This is an optimization exercise on Yosys and OpenROAD, whose aim is small area, not a production implementation. Only simulation tests tie the RTL to the original design; equivalence was not proved. Power figures rest on the tool's default switching activity, not on a simulated workload.

==> flow/design.v (excerpt) <==
module fpgaSynth (
	input  logic        MAX10_CLK2_50,
	input  logic        arstN,
	input  logic        cfgWe,
	input  logic        cfgKind,
	input  logic [1:0]  cfgVoice,
	input  logic [31:0] cfgData,
	output logic        i2sSclk,
	output logic        i2sLrclk,
	output logic        i2sData
);
Size: roughly 2100 cells after synthesis, roughly 550 flip-flops.
==> module fpgaSynth, before the edit <==
module fpgaSynth (
	input  logic        MAX10_CLK2_50,
	input  logic        arstN,
	input  logic        cfgWe,
	input  logic        cfgKind,
	input  logic [1:0]  cfgVoice,
	input  logic [31:0] cfgData,
	output logic        i2sSclk,
	output logic        i2sLrclk,
	output logic        i2sData
);
	logic [7:0]  c;
	logic        fill;
	logic        running;
	logic [1:0]  vIdx;
	logic [2:0]  wrPtr;
	logic        fallTick;
	logic        firstFrame;
	logic        firstVoice;
	logic        store;
	assign fallTick   = c[2:0] == 3'd7;
	assign firstFrame = fill && c >= 8'd249 && c <= 8'd252;
	assign firstVoice = vIdx == 2'd0;
	assign store = fill ? (!running && c != 8'd248) : (c == 8'd248);
	logic [31:0] incrReg [4];
	logic [15:0] ampReg  [4];
	logic [1:0]  waveReg [4];
	logic [3:0]  incrSet;
	always_ff @(posedge MAX10_CLK2_50) begin
		if (cfgWe) begin
			if (!cfgKind) incrReg[cfgVoice] <= cfgData;
			else          ampReg[cfgVoice]  <= cfgData[15:0];
		end
	end
	always_ff @(posedge MAX10_CLK2_50 or negedge arstN) begin
		if (!arstN) begin
			for (int v = 0; v < 4; v++) waveReg[v] <= 2'd3;
			incrSet <= '0;
		end else if (cfgWe) begin
			if (!cfgKind) incrSet[cfgVoice] <= 1'b1;
			else          waveReg[cfgVoice] <= cfgData[17:16];
		end
	end
	logic [31:0] ph [5];
	logic        phCarry;
	logic [31:0] curPhase;
	logic [31:0] curIncr;
	logic [16:0] loCarry;
	logic [15:0] loSum;
	logic [16:0] hiCarry;
	logic [15:0] hiSum;
	logic [16:0] incCarry;
	logic [15:0] incSum;
	logic [31:0] phNext;
	assign curPhase = firstFrame ? 32'd0 : ph[0];
	assign curIncr  = (running && incrSet[vIdx]) ? incrReg[vIdx] : 32'd0;
	assign loCarry[0]  = 1'b0;
	assign hiCarry[0]  = 1'b0;
	assign incCarry[0] = phCarry;
	for (genvar i = 0; i < 16; i++) begin : g_add
		assign loSum[i]      = curPhase[i] ^ curIncr[i] ^ loCarry[i];
		assign loCarry[i+1]  = (curPhase[i] & curIncr[i]) | (loCarry[i] & (curPhase[i] ^ curIncr[i]));
		assign hiSum[i]      = curPhase[16+i] ^ curIncr[16+i] ^ hiCarry[i];
		assign hiCarry[i+1]  = (curPhase[16+i] & curIncr[16+i]) | (hiCarry[i] & (curPhase[16+i] ^ curIncr[16+i]));
		assign incSum[i]     = ph[3][16+i] ^ incCarry[i];
		assign incCarry[i+1] = ph[3][16+i] & incCarry[i];
	end
	assign phNext = {incSum, ph[3][15:0]};
	always_ff @(posedge MAX10_CLK2_50) begin
		ph[0]   <= ph[1];
		ph[1]   <= ph[2];
		ph[2]   <= fill ? ph[4] : phNext;
		ph[4]   <= phNext;
		ph[3]   <= {hiSum, loSum};
		phCarry <= loCarry[16];
	end
	logic [1:0]  curWave;
	logic [15:0] curAmp;
	logic [14:0] fold;
	logic [15:0] waveVal;
	assign curWave = waveReg[vIdx];
	assign curAmp  = ampReg[vIdx];
	assign fold    = curPhase[31] ? ~curPhase[30:16] : curPhase[30:16];
	always_comb begin
		case (curWave)
			2'd0:    waveVal = curPhase[31:16];
			2'd1:    waveVal = curPhase[31] ? 16'h8000 : 16'h7fff;
			2'd2:    waveVal = {~fold[14], fold[13:0], 1'b0};
			default: waveVal = '0;
		endcase
	end
	logic [17:0] accS;
	logic [17:0] accC;
	logic        accCin;
	logic [17:0] nS;
	logic [17:0] nC;
	logic        c16;
	synthMac mac0 (
		.w    (waveVal),
		.a    (curAmp),
		.accS (firstVoice ? 18'd0 : accS),
		.accC (firstVoice ? 18'd0 : accC),
		.cin  (firstVoice ? 1'b0 : accCin),
		.nS   (nS),
		.nC   (nC),
		.c16  (c16)
	);
	always_ff @(posedge MAX10_CLK2_50) begin
		if (running) begin
			accS   <= nS;
			accC   <= nC;
			accCin <= c16;
		end
	end
	logic [17:0] mixSum;
	logic [15:0] mixed;
	assign mixSum = accS + accC + {17'd0, accCin};
	always_comb begin
		if (!mixSum[17] && mixSum[16:15] != 2'b00)     mixed = 16'h7fff;
		else if (mixSum[17] && mixSum[16:15] != 2'b11) mixed = 16'h8000;
		else                                           mixed = mixSum[15:0];
	end
	logic [15:0] mem [8];
	logic [2:0]  rdSlot;
	logic [3:0]  bitIdx;
	assign rdSlot = fill ? 3'd0 : wrPtr;
	assign bitIdx = 4'd14 - c[6:3];
	always_ff @(posedge MAX10_CLK2_50) begin
		if (store) mem[wrPtr] <= mixed;
	end
	always_ff @(posedge MAX10_CLK2_50 or negedge arstN) begin
		if (!arstN) begin
			c       <= 8'd248;
			fill    <= 1'b1;
			running <= 1'b0;
			vIdx    <= '0;
			wrPtr   <= '0;
			i2sData <= 1'b0;
		end else begin
			c <= c + 1'b1;
			if (c == 8'd33) fill <= 1'b0;
			if (running) begin
				vIdx <= vIdx + 1'b1;
				if (vIdx == 2'd3) running <= 1'b0;
			end else if (fill || c == 8'd0) begin
				running <= 1'b1;
			end
			if (store) wrPtr <= wrPtr + 1'b1;
			if (fallTick) i2sData <= mem[rdSlot][bitIdx];
		end
	end
	assign i2sSclk  = c[2];
	assign i2sLrclk = c[7] & ~fill;
endmodule
export LEC_CHECK = 0
export CAP_MARGIN = 20
export CORE_MARGIN = 2
export CORE_UTILIZATION = 55
export CTS_BUF_LIST = sky130_fd_sc_hd__clkbuf_16
export CTS_CLUSTER_DIAMETER = 100
export CTS_CLUSTER_SIZE = 28
export SLEW_MARGIN = 20
create_clock -name core_clock -period 12.0 [get_ports {MAX10_CLK2_50}]
run.sh (not shown) runs the stock make flow with config.mk's settings and CLKGATE_MAP_FILE= SYNTH_SCRIPT=/design/flow/synth_recipe.tcl, a recipe that flattens the netlist after the stock synthesis.
Then changed:
--- a/flow/design.v
+++ b/flow/design.v
@@ -1566,21 +1566,18 @@
 	output logic        i2sData
 );
 	logic [7:0]  c;
 	logic        fill;
 	logic        running;
 	logic [1:0]  vIdx;
-	logic [2:0]  wrPtr;
 	logic        fallTick;
 	logic        firstFrame;
 	logic        firstVoice;
-	logic        store;
 	assign fallTick   = c[2:0] == 3'd7;
 	assign firstFrame = fill && c >= 8'd249 && c <= 8'd252;
 	assign firstVoice = vIdx == 2'd0;
-	assign store = fill ? (!running && c != 8'd248) : (c == 8'd248);
 	logic [31:0] incrReg [4];
 	logic [15:0] ampReg  [4];
 	logic [1:0]  waveReg [4];
 	logic [3:0]  incrSet;
 	always_ff @(posedge MAX10_CLK2_50) begin
 		if (cfgWe) begin
@@ -1673,38 +1670,66 @@
 	assign mixSum = accS + accC + {17'd0, accCin};
 	always_comb begin
 		if (!mixSum[17] && mixSum[16:15] != 2'b00)     mixed = 16'h7fff;
 		else if (mixSum[17] && mixSum[16:15] != 2'b11) mixed = 16'h8000;
 		else                                           mixed = mixSum[15:0];
 	end
-	logic [15:0] mem [8];
-	logic [2:0]  rdSlot;
-	logic [3:0]  bitIdx;
-	assign rdSlot = fill ? 3'd0 : wrPtr;
-	assign bitIdx = 4'd14 - c[6:3];
+	logic [127:0] ring;
+	logic [127:0] ringNext;
+	logic [2:0]   slot;
+	logic [3:0]   bitIdx;
+	logic         rightHalf;
+	logic         fillWrite;
+	logic         swap;
+	logic [7:0]   tapBits;
+	logic         newBit;
+	assign bitIdx    = 4'd14 - c[6:3];
+	assign rightHalf = c >= 8'd127 && c <= 8'd247;
+	assign fillWrite = fill && !running && c != 8'd248;
+	assign swap      = !fill && fallTick && rightHalf;
+	assign newBit    = mixed[bitIdx];
+	assign tapBits = {ring[93], ring[98], ring[103], ring[108], ring[113], ring[118], ring[123], ring[0]};
+	always_comb begin
+		ringNext = {ring[126:0], ring[127]};
+		if (fillWrite) begin
+			for (int b = 0; b < 16; b++) ringNext[7 + 8 * b] = mixed[b];
+		end
+		if (swap) begin
+			case (slot)
+				3'd0: ringNext[1]   = newBit;
+				3'd1: ringNext[124] = newBit;
+				3'd2: ringNext[119] = newBit;
+				3'd3: ringNext[114] = newBit;
+				3'd4: ringNext[109] = newBit;
+				3'd5: ringNext[104] = newBit;
+				3'd6: ringNext[99]  = newBit;
+				default: ringNext[94] = newBit;
+			endcase
+		end
+	end
 	always_ff @(posedge MAX10_CLK2_50) begin
-		if (store) mem[wrPtr] <= mixed;
+		ring <= ringNext;
 	end
 	always_ff @(posedge MAX10_CLK2_50 or negedge arstN) begin
 		if (!arstN) begin
 			c       <= 8'd248;
 			fill    <= 1'b1;
 			running <= 1'b0;
 			vIdx    <= '0;
-			wrPtr   <= '0;
+			slot    <= '0;
 			i2sData <= 1'b0;
 		end else begin
 			c <= c + 1'b1;
 			if (c == 8'd33) fill <= 1'b0;
 			if (running) begin
 				vIdx <= vIdx + 1'b1;
 				if (vIdx == 2'd3) running <= 1'b0;
 			end else if (fill || c == 8'd0) begin
 				running <= 1'b1;
 			end
-			if (store) wrPtr <= wrPtr + 1'b1;
-			if (fallTick) i2sData <= mem[rdSlot][bitIdx];
+			if (c == 8'd247) slot <= slot + 1'b1;
+			if (fallTick) i2sData <= tapBits[slot];
 		end
 	end
 	assign i2sSclk  = c[2];
 	assign i2sLrclk = c[7] & ~fill;
 endmodule
Result: Worst setup slack is worse by 0.015 ns. Critical path depth increases by 3. Via count went down by 4.2%. Sequential share of layout area came out lower by 1.4 points. Final area drops by 5.9%. Power went up by 1.0%. Synthesized area goes down by 6.3%. Global-route usage goes down by 0.91 points. Sequential cell count stays the same.

static timing again, ports no longer ideal:
The flow's constraints put no driver on any port. The routed layouts listed below were extracted and timed again, unchanged, in two steps.
Step 1 sets driving cells, clkbuf_16 on the clock port and buf_2 on the other inputs (assumed; they add their load-dependent delay and slew).
Step 2 times the ports against the registers' clock, not the clock port: input delays grow and output delays shrink by t, the midpoint of the rising clock arrivals with the driver on.
a / b / c = no drivers / after step 1 / after step 2; a / b = the first two.
| run | t (ns) | slack for setup (ns) | worst slew at a driven data input, ns |
|---|---|---|---|
| the first run | 0.637 | 3.313 / 3.313 / 3.313 | 0.04 |
| the second run | 0.634 | 3.298 / 3.298 / 3.298 | 0.07 |
After both steps setup and hold are still met in every run listed.
